From an optimization exercise on the open Yosys and OpenROAD flow, aimed at small area; shortcuts taken in it are not production practice.
The RTL was checked by simulation tests, not by an equivalence proof against the original design.
Power and IR drop assume default switching activity.

$ cat config.mk
export PLATFORM = sky130hd
export DESIGN_NAME = imem_icache
export DESIGN_NICKNAME = imem_icache
export VERILOG_FILES = /design/flow/design.v
export SDC_FILE = /design/flow/constraint.sdc
export NUM_CORES = 4
export LEC_CHECK = 0
export CAP_MARGIN = 20
export CORE_MARGIN = 2
export CORE_UTILIZATION = 40
export SLEW_MARGIN = 20
$ cat constraint.sdc
create_clock -name core_clock -period 8.0 [get_ports {clk}]
set_input_delay 1.6000 -clock core_clock [delete_from_list [all_inputs] [get_ports {clk}]]
set_output_delay 1.6000 -clock core_clock [all_outputs]
set_load 0.01 [all_outputs]
$ cat design.v
module imem_icache #(
  parameter int ADDR_WIDTH     = 32,
  parameter int INST_WIDTH     = 32,
  parameter int LINES          = 16,
  parameter int WORDS_PER_LINE = 4
) (
  input  logic                  clk,
  input  logic                  rst,
  input  logic [ADDR_WIDTH-1:0] cpu_addr,
  input  logic                  cpu_read,
  output logic [INST_WIDTH-1:0] cpu_rdata,
  output logic                  cpu_stall,
  input  logic                  inv,
  output logic                  mem_req,
  output logic [ADDR_WIDTH-1:0] mem_addr,
  input  logic                  mem_gnt,
  input  logic                  mem_rvalid,
  input  logic [INST_WIDTH-1:0] mem_rdata
);
  localparam int OFF   = $clog2(WORDS_PER_LINE);
  localparam int IDX   = $clog2(LINES);
  localparam int TAG_W = ADDR_WIDTH - 2 - OFF - IDX;
  localparam int NW    = LINES * WORDS_PER_LINE;
  localparam logic [INST_WIDTH-1:0] NOP = INST_WIDTH'(32'h0000_0013);
  logic                       stall_q, req_q;
  logic                       inv_pend_q;
  logic [LINES-1:0]           valid_q;
  logic [ADDR_WIDTH-1:2]      maddr_q;    
  logic [OFF-1:0]             loff_q;
  logic [INST_WIDTH-1:0]      rdata_q;
  logic [LINES-1:0][TAG_W-1:0]   tag_q;
  logic [NW-1:0][INST_WIDTH-1:0] data_q;
  logic [OFF-1:0]   c_off;
  logic [IDX-1:0]   c_idx;
  logic [TAG_W-1:0] c_tag;
  logic [IDX-1:0]   lidx;
  logic [OFF-1:0]   cnt;
  assign c_off = cpu_addr[2 +: OFF];
  assign c_idx = cpu_addr[2+OFF +: IDX];
  assign c_tag = cpu_addr[ADDR_WIDTH-1 -: TAG_W];
  assign lidx  = maddr_q[2+OFF +: IDX];
  assign cnt   = maddr_q[2 +: OFF];
  logic [LINES-1:0] c_line;
  logic [TAG_W-1:0] tag_rd;
  logic             hit_s;
  always_comb begin
    tag_rd = '0;
    for (int l = 0; l < LINES; l++) begin
      c_line[l] = (c_idx == IDX'(l));
      tag_rd = tag_rd | ({TAG_W{c_line[l]}} & tag_q[l]);
    end
  end
  assign hit_s = |(valid_q & c_line) && (tag_rd == c_tag);
  logic lookup, miss, rvalid_w, done;
  assign lookup   = !stall_q && cpu_read;
  assign miss     = lookup && !hit_s;
  assign rvalid_w = stall_q && !req_q && mem_rvalid;
  assign done     = rvalid_w && (&cnt);
  logic [IDX+OFF-1:0]    ra;
  logic [NW-1:0]         rsel;
  logic [INST_WIDTH-1:0] rd_word;
  assign ra = stall_q ? {lidx, loff_q} : {c_idx, c_off};
  always_comb begin
    rd_word = '0;
    for (int i = 0; i < NW; i++) begin
      rsel[i] = (ra == (IDX+OFF)'(i));
      rd_word = rd_word | ({INST_WIDTH{rsel[i]}} & data_q[i]);
    end
  end
  always_ff @(posedge clk) begin
    if (rst) begin
      stall_q <= 1'b0;
      req_q   <= 1'b0;
    end else if (!stall_q) begin
      stall_q <= miss;
      req_q   <= miss;
    end else if (req_q) begin
      req_q   <= !mem_gnt;
    end else if (mem_rvalid) begin
      stall_q <= !(&cnt);
      req_q   <= !(&cnt);
    end
  end
  always_ff @(posedge clk) begin
    inv_pend_q <= stall_q && (inv_pend_q || inv);
  end
  always_ff @(posedge clk) begin
    if (rst || inv) begin
      valid_q <= '0;
    end else if (done && !inv_pend_q) begin
      valid_q[lidx] <= 1'b1;
    end
  end
  always_ff @(posedge clk) begin
    if (rst) begin
      maddr_q <= '0;
    end else if (miss) begin
      maddr_q <= {cpu_addr[ADDR_WIDTH-1:2+OFF], {OFF{1'b0}}};
    end else if (rvalid_w && !(&cnt)) begin
      maddr_q[2 +: OFF] <= cnt + OFF'(1);
    end
  end
  always_ff @(posedge clk) begin
    if (miss) loff_q <= c_off;
  end
  always_ff @(posedge clk) begin
    if (rst) begin
      rdata_q <= NOP;
    end else if (lookup && hit_s) begin
      rdata_q <= rd_word;
    end else if (done) begin
      rdata_q <= (&loff_q) ? mem_rdata : rd_word;
    end
  end
  for (genvar l = 0; l < LINES; l++) begin : g_tag
    always_ff @(posedge clk) begin
      if (miss && c_line[l]) tag_q[l] <= c_tag;
    end
  end
  for (genvar i = 0; i < NW; i++) begin : g_data
    always_ff @(posedge clk) begin
      if (rvalid_w && ({lidx, cnt} == (IDX+OFF)'(i))) data_q[i] <= mem_rdata;
    end
  end
  assign cpu_rdata = rdata_q;
  assign cpu_stall = stall_q;
  assign mem_req   = req_q;
  assign mem_addr  = {maddr_q, 2'b00};
endmodule
$ cat run.sh
#!/bin/bash
# synth_recipe.tcl (not shown) runs the flow's synth.tcl, then flattens the netlist and writes it again
# the make line also repeats each setting of config.mk as NAME=value (left out here)
make -C /OpenROAD-flow-scripts/flow DESIGN_CONFIG=/design/flow/config.mk WORK_HOME=/design/flow/orfs CLKGATE_MAP_FILE= SYNTH_SCRIPT=/design/flow/synth_recipe.tcl finish
==> results.py <==
metrics = {
    "outcome": {
        "outcome": "timing/DRC/antenna clean",
    },
    "clock_network": {
        "cts_tree": "yes",
        "h-tree-depth": 5,
        "worstSkewPairLatency_ns": 0.95,
        "cts-buffers-inserted": 276,
        "clk_pin_slew_worst_paths_ns": 0.05,
        "clockBufferDepth": 4,
        "root_buffer": "clkbuf_16",
        "ctsResizeCount": 0,
        "hold_buffers": 0,
        "cts_setup_buffers": 0,
        "clkSinkCount": 2515,
    },
    "yosys": {
        "synth_top_area_cell": "edfxtp_1",
        "yosys_register_bits": 2515,
        "synth_edf_count": 2434,
        "synth.distinct_cells": 86,
        "post-synth-top-count-cell": "edfxtp_1",
        "async_reset_ff_share_pct": 0,
        "ys_top_cells_by_area": "edfxtp_1 79%, a22oi_1 5.4%, a221oi_1 1.9%",
        "synth_ff_type": "edfxtp_1",
        "synth_area_um2": 92500,
        "yosysSeqAreaShare_pct": 80.8,
        "yosys.area.top_type_share_pct": 79.0,
        "yosysWarningCount": 1,
        "yosys-top-cells-count": "2434 x edfxtp_1, 667 x a22oi_1, 225 x nor2_1",
        "avgSynthCellArea_um2": 18.1,
        "syn-instance-count": 5102,
    },
    "global_route": {
        "antenna_found_initial": 18,
        "grt_usage_pct": 30.8,
        "grt_max_degree": 66,
        "grt_pass1_wl_um": 491000,
        "gr-total-overflow": 0,
        "grt_pass1_vias": 55200,
    },
    "worst_setup_path": {
        "start_kind": "input pin",
        "cp.depth": 13,
        "cp-end-kind": "flip-flop",
        "worst_path_largest_cell_delay_ns": 0.78,
        "cp.required_ns": 8.60,
        "path_delay_family": "simple AND/OR/NAND/NOR gates",
        "cp_num_buf_inv": 3,
        "worstPathArrival_ns": 6.46,
        "ff2ff_path_depth": 10,
        "rr_endpoint": "rdata_q[26]",
        "crit_fanout": 41,
        "crit_type": "input pin to flip-flop",
        "rrSetupSlack_ns": 2.67,
        "cp_cell_sequence": "buf_2 > buf_4 > and2_1 > a22oi_1 > a221o_1 > nand4_1 > xor2_1 > a2111oi_4 > nand3_1 > o21ba_4 > nand2_1 > nor2_2 > buf_12",
        "reg2reg_from": "stall_q",
        "crit_slowest_cell": "buf_2",
    },
    "timing": {
        "fin_crit_ns": 5.86,
        "hold_viol": 0,
        "setup_viol": 0,
        "tns_ns": 0,
        "finalCritPeriodShare_pct": 73.3,
        "tightest_slew_ns": 1.37,
        "slew_headroom_pct": 8.49,
        "rsz0062_at_grt": "false",
        "fin_worst_skew_ns": 0.0737,
        "slew_violations": 0,
        "fmax_ghz": 0.171,
        "holdWs_ns": 0.468,
    },
    "placed_design": {
        "port_buffers": 131,
        "gp_congestion": 0.899,
        "dp.cells": 8275,
        "dpl_cell_area_um2": 99900,
        "dp_hpwl_um": 203000,
    },
    "cells_and_area": {
        "fin_area_um2": 108000,
        "layout.nets": 5609,
        "post_route_cells_drive_above_1_share_pct": 16.7,
        "fillers": 19100,
        "area_growth_pct": 17.1,
        "final_cells": 8754,
    },
    "power": {
        "power.leakage_nw": 33.8,
        "ir_drop_mv": 0.149,
        "p_total_mw": 27.6,
        "power_density_nw_per_um2": 255,
    },
    "floorplan": {
        "initial_utilization_pct": 40.2,
        "ios": 136,
        "die_y_um": 485,
        "row_count": 176,
        "design.die.area_um2": 235000,
        "fp.dieW_um": 485,
        "fp.coreArea_um2": 230000,
    },
    "hold_path": {
        "min_path_cells": 2,
        "hold_class": "flip-flop to flip-flop",
        "hold_path_end": "valid_q[13]",
        "holdCritStartpoint": "valid_q[13]",
    },
    "drt": {
        "drtIter0Drc": 12000,
        "firstDrtPassIters": 9,
        "avgViaCountPerCell": 6.89,
        "wirelength_um": 372000,
        "num_vias": 60300,
        "ant_nets": 0,
        "drcViolationCount": 0,
        "wire_per_inst_um": 42.4,
    },
    "job": {
        "cap_violations": 0,
    },
}
## kinds of logic after synthesis
kind of cell	count (synthesis)	synth area share, %
fa+ha+maj	9	0.122
compound gates	1340	11.7
simple gates	782	4.36
mux	107	1.24
buf+inv	323	1.57
other cells	1	0.00406
xor+xnor	25	0.237
flops	2515	80.8
## layout by cell type (no fill, tap or decap), types with 65 or more instances in the layout
cell type	n
a21oi_1	65
a22oi_1	666
nand4_1	159
dfxtp_1	81
nor2_4	93
a221oi_1	202
edfxtp_1	2434
clkdlybuf4s50_1	94
clkbuf_16	281
mux2i_1	69
nand3_1	78
nor2_1	123
buf_4	290
a22o_1	201
nand2_1	94
## cell type report
| cell class | count | area, µm² | share of cell area [%] |
|---|---|---|---|
| Antenna cell | 8 | 20.0 | 0.0185 |
| Clock buffer | 345 | 7350 | 6.79 |
| Clock inverter | 123 | 911 | 0.841 |
| Inverter | 17 | 63.8 | 0.0589 |
| Multi-Input combinational cell | 2265 | 17300 | 16.0 |
| Sequential cell | 2515 | 74700 | 69.0 |
| Tap cell | 3026 | 3790 | 3.50 |
| Timing Repair Buffer | 455 | 4160 | 3.84 |
## per-stage QoR
stage / util (%) / setup WS, ns
5_1_grt: 47.1 / 1.87
2_1_floorplan: - / 2.68
4_1_cts: 47.1 / 2.10
3_3_place_gp: 43.4 / 1.20
6_report: 47.1 / 2.14
3_5_place_dp: 43.5 / 1.17
## worst max path at each step
stage            endpoint         from
3_5_place_dp   tag_q[211]  cpu_addr[4]
4_1_cts        tag_q[207]  cpu_addr[4]
5_1_grt        tag_q[211]  cpu_addr[5]
6_report       tag_q[207]  cpu_addr[5]
2_1_floorplan    tag_q[0]  cpu_addr[5]
3_3_place_gp   tag_q[211]  cpu_addr[4]
## power by group
part,internal (mW),switching (mW),total (mW)
clock network,6.87,5.11,12.0
logic,0.289,0.848,1.14
registers,14.5,0.0204,14.5
## tightest hold or removal path, cell delays in order, from the launching register on
cell and delay (ns):
dfxtp_1 0.32, a21oi_1 0.04, nor2_1 0.07
## per-layer routing
metal / routed length [µm] / vias to the layer above / global-route usage, %
li1: - / 22300 / -
met1: 130000 / 30700 / 41.1
met2: 159000 / 5927 / 45.0
met3: 59300 / 1291 / 10.2
met4: 23400 / 4 / 15.8
met5: 93 / - / 0.286
## sequential cells by signal (all words and copies together) (netlist names)
register	flops
tag_q	384
maddr_q	30
rdata_q	32
data_q	2048
inv_pend_q	1
valid_q	16
stall_q	1
loff_q	2
req_q	1

## separate check: timing with driven ports
The flow's constraints put no driver on any port. The routed layout listed below was extracted and timed again, unchanged, in two steps. Step 1, drivers: a clkbuf_16 drives clk and a buf_2 each remaining input, both assumed. Step 2 moves the port delays by t, midway between the first and last clock arrival at a register: inputs arrive t later, outputs are due t later. That takes back most of the time a late clock gives input paths. a / b / c = ideal / step 1 / step 2; a / b = the first two.
t, ns: 1.009
slack for setup (ns): 2.136 / 2.196 / 1.187
clock arrival spread, ns: 0.091 / 0.092
After both steps setup and hold are still met in this run. The setup slack of this run moves by +0.060 ns with the drivers and by -0.949 ns with both steps.
